This design comes from an exercise in tuning for a short achievable clock period and few clock cycles per item on the open sky130 flow, not from production work. In this exercise RTL edits were held to simulation tests only and were not proved equivalent to the original. No driver is modelled on the clock port, so clocking that relies on it looks cheaper here than on a real chip.

==> run X: inputs <==
## ppm_image_stream_decoder_unit
module ppm_image_stream_decoder_unit
#(
  parameter int MAX_DIM = 65535
) (
  input  wire logic        clk,
  input  wire logic        rst,
  input  wire logic        byte_valid,
  output logic             byte_stall,
  input  wire logic [9:0]  byte_data,
  output logic             result_valid,
  input  wire logic        result_stall,
  output logic [101:0]     result_data
);
==> flow/config.mk <==
export PLATFORM = sky130hd
export DESIGN_NAME = ppm_image_stream_decoder_unit
export DESIGN_NICKNAME = ppm_image_stream_decoder_unit
export VERILOG_FILES = /design/flow/design.v
export SDC_FILE = /design/flow/constraint.sdc
export NUM_CORES = 4
export LEC_CHECK = 0
export ABC_CLOCK_PERIOD_IN_PS = 2500
export CAP_MARGIN = 20
export CORE_MARGIN = 2
export CORE_UTILIZATION = 40
export CTS_CLUSTER_DIAMETER = 120
export CTS_CLUSTER_SIZE = 25
export SLEW_MARGIN = 20
==> flow/constraint.sdc <==
create_clock -name core_clock -period 8.0 [get_ports {clk}]
set_input_delay 1.6000 -clock core_clock [delete_from_list [all_inputs] [get_ports {clk}]]
set_output_delay 1.6000 -clock core_clock [all_outputs]
set_load 0.01 [all_outputs]
standard.sh (not shown) runs the stock make flow with config.mk's settings and CLKGATE_MAP_FILE= SYNTH_SCRIPT=/design/flow/synth_recipe.tcl, a recipe that flattens the netlist after the stock synthesis.
==> flow/flow/run.sh <==
#!/bin/bash
# Standard layout, with three additions:
#  - after placement, output buffers and the flip-flops driving them are
#    moved next to their pins (pullout.tcl);
#  - after CTS, the top of the clock tree is flattened (retree.tcl);
#  - the resizer's setup repair aims below the clock period (a larger
#    slack margin).
# Each tool's output goes to its own log in this folder.
set -euo pipefail
export RES=orfs/results/$FLOW_PLATFORM/ppm_image_stream_decoder_unit/base
bash standard.sh SETUP_SLACK_MARGIN=6 place > standard_place.log 2>&1
openroad -no_init -exit flow/pullout.tcl > pullout.log 2>&1
bash standard.sh SETUP_SLACK_MARGIN=6 cts > standard_cts.log 2>&1
openroad -no_init -exit flow/retree.tcl > retree.log 2>&1
bash standard.sh SETUP_SLACK_MARGIN=6 finish > standard_finish.log 2>&1
Other scripts of this flow, unchanged in this note and not shown: flow/flow/pullout.tcl, flow/flow/pullout_proc.tcl, flow/flow/retree.tcl, flow/flow/retree_proc.tcl
==> inputs of run A, as changes to run X <==
--- a/flow/design.v
+++ b/flow/design.v
@@ -109,31 +109,31 @@
   logic [7:0]  e_b;
   logic [2:0]  n_ph;
   logic        n_txt, n_bin, n_cmt, n_st, n_ng, n_inv, n_dg, n_ovf, n_crs;
   logic [19:0] n_bcd;
   logic [1:0]  n_ml;
   logic        n_mp, n_m3, n_m6;
   logic        is_char, fin, tok_end, smp, n_mok;
   always_comb begin
-    n_ph  = t_ph;
-    n_txt = t_txt;
-    n_bin = t_bin;
-    n_cmt = t_cmt;
-    n_st = t_st;
-    n_ng = t_ng;
-    n_inv = t_inv;
-    n_dg = t_dg;
-    n_ovf = t_ovf;
-    n_crs = t_crs;
-    n_bcd = t_bcd;
-    n_ml = t_ml;
-    n_mp = t_mp;
-    n_m3 = t_m3;
-    n_m6 = t_m6;
+    n_ph  = c_sof ? ppmdec_pkg::PH_MAGIC : t_ph;
+    n_txt = c_sof ? 1'b1 : t_txt;
+    n_bin = c_sof ? 1'b0 : t_bin;
+    n_cmt = c_sof ? 1'b0 : t_cmt;
+    n_st  = c_sof ? 1'b0 : t_st;
+    n_ng  = c_sof ? 1'b0 : t_ng;
+    n_inv = c_sof ? 1'b0 : t_inv;
+    n_dg  = c_sof ? 1'b0 : t_dg;
+    n_ovf = c_sof ? 1'b0 : t_ovf;
+    n_crs = c_sof ? 1'b0 : t_crs;
+    n_bcd = c_sof ? 20'd0 : t_bcd;
+    n_ml  = c_sof ? 2'd0 : t_ml;
+    n_mp  = c_sof ? 1'b0 : t_mp;
+    n_m3  = c_sof ? 1'b0 : t_m3;
+    n_m6  = c_sof ? 1'b0 : t_m6;
     is_char = 1'b0;
     fin     = 1'b0;
     smp     = 1'b0;
     if (n_cmt) begin
       if (c_lf) n_cmt = 1'b0;
     end else if (n_txt) begin
       if (c_ws || c_hash) begin
         fin = n_st;
@@ -206,59 +206,24 @@
         endcase
       end else begin
         t_st <= n_st; t_ng <= n_ng; t_inv <= n_inv; t_dg <= n_dg;
         t_ovf <= n_ovf; t_bcd <= n_bcd;
         t_ml <= n_ml; t_mp <= n_mp; t_m3 <= n_m3; t_m6 <= n_m6;
         t_bin <= n_bin; t_txt <= n_txt; t_ph <= n_ph;
       end
     end
-    if (!hold && c_sof) begin
-      e_tok  <= c_eof && !c_ws && !c_hash;
-      e_smp  <= 1'b0;
-      e_ph   <= ppmdec_pkg::PH_MAGIC;
-      e_bin  <= 1'b0;
-      e_mok  <= 1'b0;
-      e_good <= 1'b0;
-      e_ng   <= 1'b0;
-      e_ovf  <= 1'b0;
-      e_bcd  <= 20'd0;
-    end
-    if (!hold && c_v && c_sof) begin
-      t_cmt <= c_hash;
-      t_crs <= 1'b0;
-      t_st  <= !c_ws && !c_hash && !c_eof;
-      t_ng <= 1'b0; t_inv <= 1'b0; t_dg <= 1'b0; t_ovf <= 1'b0; t_bcd <= 20'd0;
-      t_ml  <= (!c_ws && !c_hash && !c_eof) ? 2'd1 : 2'd0;
-      t_mp  <= !c_ws && !c_hash && !c_eof && c_p;
-      t_m3 <= 1'b0; t_m6 <= 1'b0;
-      t_bin <= 1'b0; t_txt <= 1'b1; t_ph <= ppmdec_pkg::PH_MAGIC;
-    end
   end
   logic        v1_v, v1_sof, v1_eof, v1_tok, v1_smp;
   logic [2:0]  v1_ph;
-  logic        v1_bin, v1_mok, v1_good, v1_ng, v1_ovf, v1_nz, v1_big, v1_le255;
+  logic        v1_bin, v1_mok, v1_good, v1_ng, v1_ovf, v1_nz;
   logic [16:0] v1_t4, v1_t3;
   logic [9:0]  v1_t2;
   logic [6:0]  v1_t1;
   logic [7:0]  v1_byte;
-  localparam logic [3:0] MD4 = 4'((MAX_DIM / 10000) % 10);
-  localparam logic [3:0] MD3 = 4'((MAX_DIM / 1000) % 10);
-  localparam logic [3:0] MD2 = 4'((MAX_DIM / 100) % 10);
-  localparam logic [3:0] MD1 = 4'((MAX_DIM / 10) % 10);
-  localparam logic [3:0] MD0 = 4'(MAX_DIM % 10);
-  logic e_gtmax, e_le255;
-  assign e_gtmax = (MAX_DIM > 99999) ? 1'b0 :
-                   (e_bcd[19:16] > MD4) || (e_bcd[19:16] == MD4 &&
-                   ((e_bcd[15:12] > MD3) || (e_bcd[15:12] == MD3 &&
-                   ((e_bcd[11:8] > MD2) || (e_bcd[11:8] == MD2 &&
-                   ((e_bcd[7:4] > MD1) || (e_bcd[7:4] == MD1 && e_bcd[3:0] > MD0)))))));
-  assign e_le255 = (e_bcd[19:12] == 8'd0) &&
-                   ((e_bcd[11:8] < 4'd2) || (e_bcd[11:8] == 4'd2 &&
-                   ((e_bcd[7:4] < 4'd5) || (e_bcd[7:4] == 4'd5 && e_bcd[3:0] <= 4'd5))));
   logic [16:0] e_t4, e_t3;
   logic [9:0]  e_t2, e_t1;
   always_comb begin
     unique case (e_bcd[19:16])
       4'd0: e_t4 = 17'd0;
       4'd1: e_t4 = 17'd10000;
       4'd2: e_t4 = 17'd20000;
       4'd3: e_t4 = 17'd30000;
@@ -319,82 +284,77 @@
   always_ff @(posedge clk) begin
     if (rst) v1_v <= 1'b0;
     else if (!hold) v1_v <= e_v;
     if (!hold) begin
       v1_sof <= e_sof; v1_eof <= e_eof; v1_tok <= e_tok; v1_smp <= e_smp;
       v1_ph <= e_ph; v1_bin <= e_bin; v1_mok <= e_mok; v1_good <= e_good;
       v1_ng <= e_ng; v1_ovf <= e_ovf; v1_byte <= e_b;
       v1_nz <= e_ovf || (e_bcd != 20'd0);
-      v1_big <= e_ovf || e_gtmax;
-      v1_le255 <= !e_ovf && e_le255;
       v1_t4 <= e_t4;
       v1_t3 <= e_t3;
       v1_t2 <= e_t2;
       v1_t1 <= 7'(e_t1) + 7'(e_bcd[3:0]);
     end
   end
   logic        v2_v, v2_sof, v2_eof, v2_tok, v2_smp;
   logic [2:0]  v2_ph;
-  logic        v2_bin, v2_mok, v2_good, v2_neg, v2_ovf, v2_nz, v2_big, v2_le255;
+  logic        v2_bin, v2_mok, v2_good, v2_neg, v2_ovf, v2_nz;
   logic [16:0] v2_hi;
   logic [9:0]  v2_lo;
   logic [7:0]  v2_byte;
   always_ff @(posedge clk) begin
     if (rst) v2_v <= 1'b0;
     else if (!hold) v2_v <= v1_v;
     if (!hold) begin
       v2_sof <= v1_sof; v2_eof <= v1_eof; v2_tok <= v1_tok; v2_smp <= v1_smp;
       v2_ph <= v1_ph; v2_bin <= v1_bin; v2_mok <= v1_mok; v2_good <= v1_good;
       v2_neg <= v1_ng && v1_nz; v2_ovf <= v1_ovf; v2_nz <= v1_nz; v2_byte <= v1_byte;
-      v2_big <= v1_big; v2_le255 <= v1_le255;
       v2_hi <= v1_t4 + v1_t3;
       v2_lo <= v1_t2 + 10'(v1_t1);
     end
   end
   logic        v3_v, v3_sof, v3_eof, v3_tok, v3_smp;
   logic [2:0]  v3_ph;
-  logic        v3_bin, v3_mok, v3_good, v3_neg, v3_ovf, v3_nz, v3_big, v3_le255;
+  logic        v3_bin, v3_mok, v3_good, v3_neg, v3_ovf, v3_nz;
   logic [16:0] v3_val;
   logic [7:0]  v3_byte;
   always_ff @(posedge clk) begin
     if (rst) v3_v <= 1'b0;
     else if (!hold) v3_v <= v2_v;
     if (!hold) begin
       v3_sof <= v2_sof; v3_eof <= v2_eof; v3_tok <= v2_tok; v3_smp <= v2_smp;
       v3_ph <= v2_ph; v3_bin <= v2_bin; v3_mok <= v2_mok; v3_good <= v2_good;
       v3_neg <= v2_neg; v3_ovf <= v2_ovf; v3_nz <= v2_nz; v3_byte <= v2_byte;
-      v3_big <= v2_big; v3_le255 <= v2_le255;
       v3_val <= v2_hi + 17'(v2_lo);
     end
   end
   logic [15:0] hw, hh;
-  logic        hwz, hhz;    
   logic [7:0]  hm;
   logic        v_big, v_le255;
   logic [15:0] v_dim;
   logic [1:0]  v_kind;
   logic [2:0]  v_code;
   logic [7:0]  v_s;
   logic        v_bad;
   always_comb begin
-    v_big   = v3_big;
-    v_le255 = v3_le255;
+    v_big   = v3_ovf || (v3_val > MAX_DIM_V);
+    v_le255 = !v3_ovf && (v3_val[16:8] == 9'd0);
     v_dim   = (v3_neg || v_big) ? 16'd0 : v3_val[15:0];
     v_kind  = ppmdec_pkg::EV_NONE;
     v_code  = ppmdec_pkg::ERR_MAGIC;
     v_s     = v3_val[7:0];
     v_bad   = 1'b0;
     if (v3_tok) begin
       if (v3_ph == ppmdec_pkg::PH_MAGIC) begin
         if (!v3_mok) v_kind = ppmdec_pkg::EV_ERROR;
       end else if (!v3_good) begin
         v_kind = ppmdec_pkg::EV_ERROR; v_code = ppmdec_pkg::ERR_INTEGER;
       end else if (v3_ph == ppmdec_pkg::PH_MAXVAL) begin
-        if (hwz || hhz) begin
+        if (hw == 16'd0 || hh == 16'd0) begin
           v_kind = ppmdec_pkg::EV_ERROR; v_code = ppmdec_pkg::ERR_SIZE;
         end else if (v3_neg || !v3_nz || !v_le255) begin
           v_kind = ppmdec_pkg::EV_ERROR; v_code = ppmdec_pkg::ERR_MAXVAL;
         end else begin
           v_kind = ppmdec_pkg::EV_HEADER;
         end
       end else if (v3_ph == ppmdec_pkg::PH_PIXELS) begin
         v_kind = ppmdec_pkg::EV_SAMPLE;
@@ -455,18 +415,18 @@
       p_x[1] <= {1'b0, p_x[0][7:0], 8'd0} - {9'd0, p_x[0][7:0]};
       p_x[2] <= {p_x[1][15:0], 1'b0} + {9'd0, p_m[1]};
       for (int k = 3; k < NK; k++) begin
         p_x[k][16:8] <= d_ge[k] ? 9'(d_t[k] - {1'b0, p_m[k-1], 1'b0}) : d_t[k][8:0];
         p_x[k][7:0]  <= {p_x[k-1][6:0], d_ge[k]};
       end
     end
     if (!hold && v3_v && v3_tok) begin
-      if (v3_ph == ppmdec_pkg::PH_WIDTH)  begin hw <= v_dim; hwz <= v3_neg || v3_big || !v3_nz; end
-      if (v3_ph == ppmdec_pkg::PH_HEIGHT) begin hh <= v_dim; hhz <= v3_neg || v3_big || !v3_nz; end
+      if (v3_ph == ppmdec_pkg::PH_WIDTH)  hw <= v_dim;
+      if (v3_ph == ppmdec_pkg::PH_HEIGHT) hh <= v_dim;
       if (v3_ph == ppmdec_pkg::PH_MAXVAL) hm <= v3_val[7:0];
     end
   end
   localparam int RW = 62;
   logic        s_stop, s_done, s_rf;
   logic [1:0]  s_comp;
   logic [7:0]  s_red, s_green;
   logic [15:0] s_col, s_row, s_wm1, s_hm1;
@@ -566,46 +526,41 @@
         end
       end
     end
   end
   localparam logic [RW-1:0] RES_INCOMPLETE =
     {ppmdec_pkg::KIND_ERROR, ppmdec_pkg::ERR_INCOMPLETE, 1'b1, 56'd0};
   logic [3:0][RW-1:0] q_mem;
   logic [1:0]  q_wp, q_rp, q_rp1;
-  logic [3:0]  q_th, q_th_a, q_th_p;
-  logic        q_th3, q_th2, q_nt1, q_nt0;
+  logic [3:0]  q_th, q_th_a, q_th_p;    
   logic        push, pop;
   logic        out_v;
   logic [RW-1:0] q_c0, q_c1;
   logic [101:0] out_d, q_e0, q_e1;
   assign push = rr_v && !hold;
-  assign q_th = {q_th3, q_th2, !q_nt1, !q_nt0};
-  assign pop  = !q_nt0 && !result_stall;
+  assign pop  = out_v && !result_stall;
   assign q_th_a = !push ? q_th : (rr_two ? {q_th[1:0], 2'b11} : {q_th[2:0], 1'b1});
   assign q_th_p = {1'b0, q_th_a[3:1]};
   assign q_c0 = !q_th[0] ? rr_a : q_mem[q_rp];
   assign q_rp1 = q_rp + 2'd1;
   assign q_c1 = q_th[1] ? q_mem[q_rp1] : rr_a;
   assign q_e0 = {q_c0[61:60],
                  (q_c0[61:60] == ppmdec_pkg::KIND_PIXEL) ? q_c0[55:0] : 56'd0,
                  !q_c0[61] ? q_c0[55:16] : 40'd0,
                  q_c0[59:56]};
   assign q_e1 = {q_c1[61:60],
                  (q_c1[61:60] == ppmdec_pkg::KIND_PIXEL) ? q_c1[55:0] : 56'd0,
                  !q_c1[61] ? q_c1[55:16] : 40'd0,
                  q_c1[59:56]};
   always_ff @(posedge clk) begin
     if (rst) begin
-      q_th3 <= 1'b0; q_th2 <= 1'b0; q_nt1 <= 1'b1; q_nt0 <= 1'b1; q_wp <= 2'd0; q_rp <= 2'd0; out_v <= 1'b0; hold <= 1'b0; in_stall <= 1'b0;
+      q_th <= 4'd0; q_wp <= 2'd0; q_rp <= 2'd0; out_v <= 1'b0; hold <= 1'b0; in_stall <= 1'b0;
     end else begin
-      q_th3 <= pop ? q_th_p[3] : q_th_a[3];
-      q_th2 <= pop ? q_th_p[2] : q_th_a[2];
-      q_nt1 <= pop ? !q_th_p[1] : !q_th_a[1];
-      q_nt0 <= pop ? !q_th_p[0] : !q_th_a[0];
+      q_th  <= pop ? q_th_p : q_th_a;
       hold  <= pop ? q_th_p[2] : q_th_a[2];
       in_stall <= pop ? q_th_p[1] : q_th_a[1];
       if (push) q_wp <= q_wp + (rr_two ? 2'd2 : 2'd1);
       if (pop) q_rp <= q_rp1;
       out_v <= pop ? q_th_p[0] : q_th_a[0];
     end
     for (int i = 0; i < 4; i++) begin
       if (push && q_wp == 2'(i)) q_mem[i] <= rr_a;
- CTS_CLUSTER_DIAMETER: 120 -> 150
- CTS_CLUSTER_SIZE: 25 -> 20
==> qor summary <==
|  | run X | run A |
|---|---|---|
| Outcome | no timing/DRC/antenna violations | no timing/DRC/antenna violations |
| Tapcells inserted | 1755 | 1768 |
| Maximum number of pins on one net before global-route repair | 180 | 89 |
| Final WL | 144 mm | 146 mm |
| Insertion delay to the later sink of the worst-skew pair | 510 ps | 530 ps |
| Yosys reg bits | 1259 | 1255 |
| Count of flip-flops with a built-in enable after synthesis | 777 | 836 |
| Synthesized area per cell | 12.4 um^2 | 12.4 um^2 |
| Worst hold slack | 388 ps | 410 ps |
| Category of the critical setup timing path | reg2out | reg2reg |
| Resize count post-CTS | 1130 | 1070 |
| Starting DRT DRC Count | 3422 | 3642 |
| Area taken by flip-flops and latches | 33100 um^2 | 33600 um^2 |
| Netlist area before placement | 53300 um^2 | 53700 um^2 |
| Fill cell total of the finished layout | 11100 | 11100 |
| Total Nets Final | 4835 | 4855 |
| Sink of the worst hold path | v2_eof$_DFFE_PN_ | v3_byte[0]$_DFFE_PN_ |
| Maximum level of the CTS H-tree | 2 | 3 |
| Final worst path period need | 2600 ps | 2750 ps |
| Flip-flop and latch share of the layout cell area | 49.8% | 49.8% |
| Max-Slew Margin vs Limit | 35.6% | 51.5% |
| Met2 routed wirelength | 71.4 mm | 72.8 mm |
| Slowest cell on the critical path | sky130_fd_sc_hd__dfxtp_2 | sky130_fd_sc_hd__or4_4 |
| Pre-CTS setup slack | 4270 ps | 4110 ps |
| Finished Core Util | 50.4% | 50.6% |
| Flop2flop setup slack | 5670 ps | 5250 ps |
| Maximum clock rate | 384 MHz | 364 MHz |
Testbench counts of run X, summed over its fixed seeds: cycles 61,437, items 61,285.
Testbench counts of run A, summed over its fixed seeds: cycles 61,437, items 61,285.

## afterwards: timing with drivers on the ports
The results above use ideal ports. As a check the final layouts listed here were re-extracted and re-timed, cells and wires unchanged. Step 1 (the two cells are an assumption about what drives the block):
set clk [get_ports {clk}]
set_driving_cell -lib_cell sky130_fd_sc_hd__clkbuf_16 $clk
set_driving_cell -lib_cell sky130_fd_sc_hd__buf_2 [delete_from_list [all_inputs] $clk]
Step 2 moves the port delays by t, midway between the first and last clock arrival at a register: inputs arrive t later, outputs are due t later. That takes back most of the time a late clock gives input paths. Three values: ideal ports, drivers, drivers and shift; two values: the first two.
run	shift t [ns]	slack for setup (ns)	hold WS [ns]	cell pins on the clock port's net
run X	0.638	5.396 / 5.237 / 5.081	0.388 / 0.388 / 0.388	4
run A	0.663	5.255 / 5.255 / 5.148	0.410 / 0.409 / 0.409	4
After both steps setup and hold are still met in every run listed. The setup slack of run X, which loses most, moves by -0.159 ns with the drivers and by -0.315 ns with both steps.
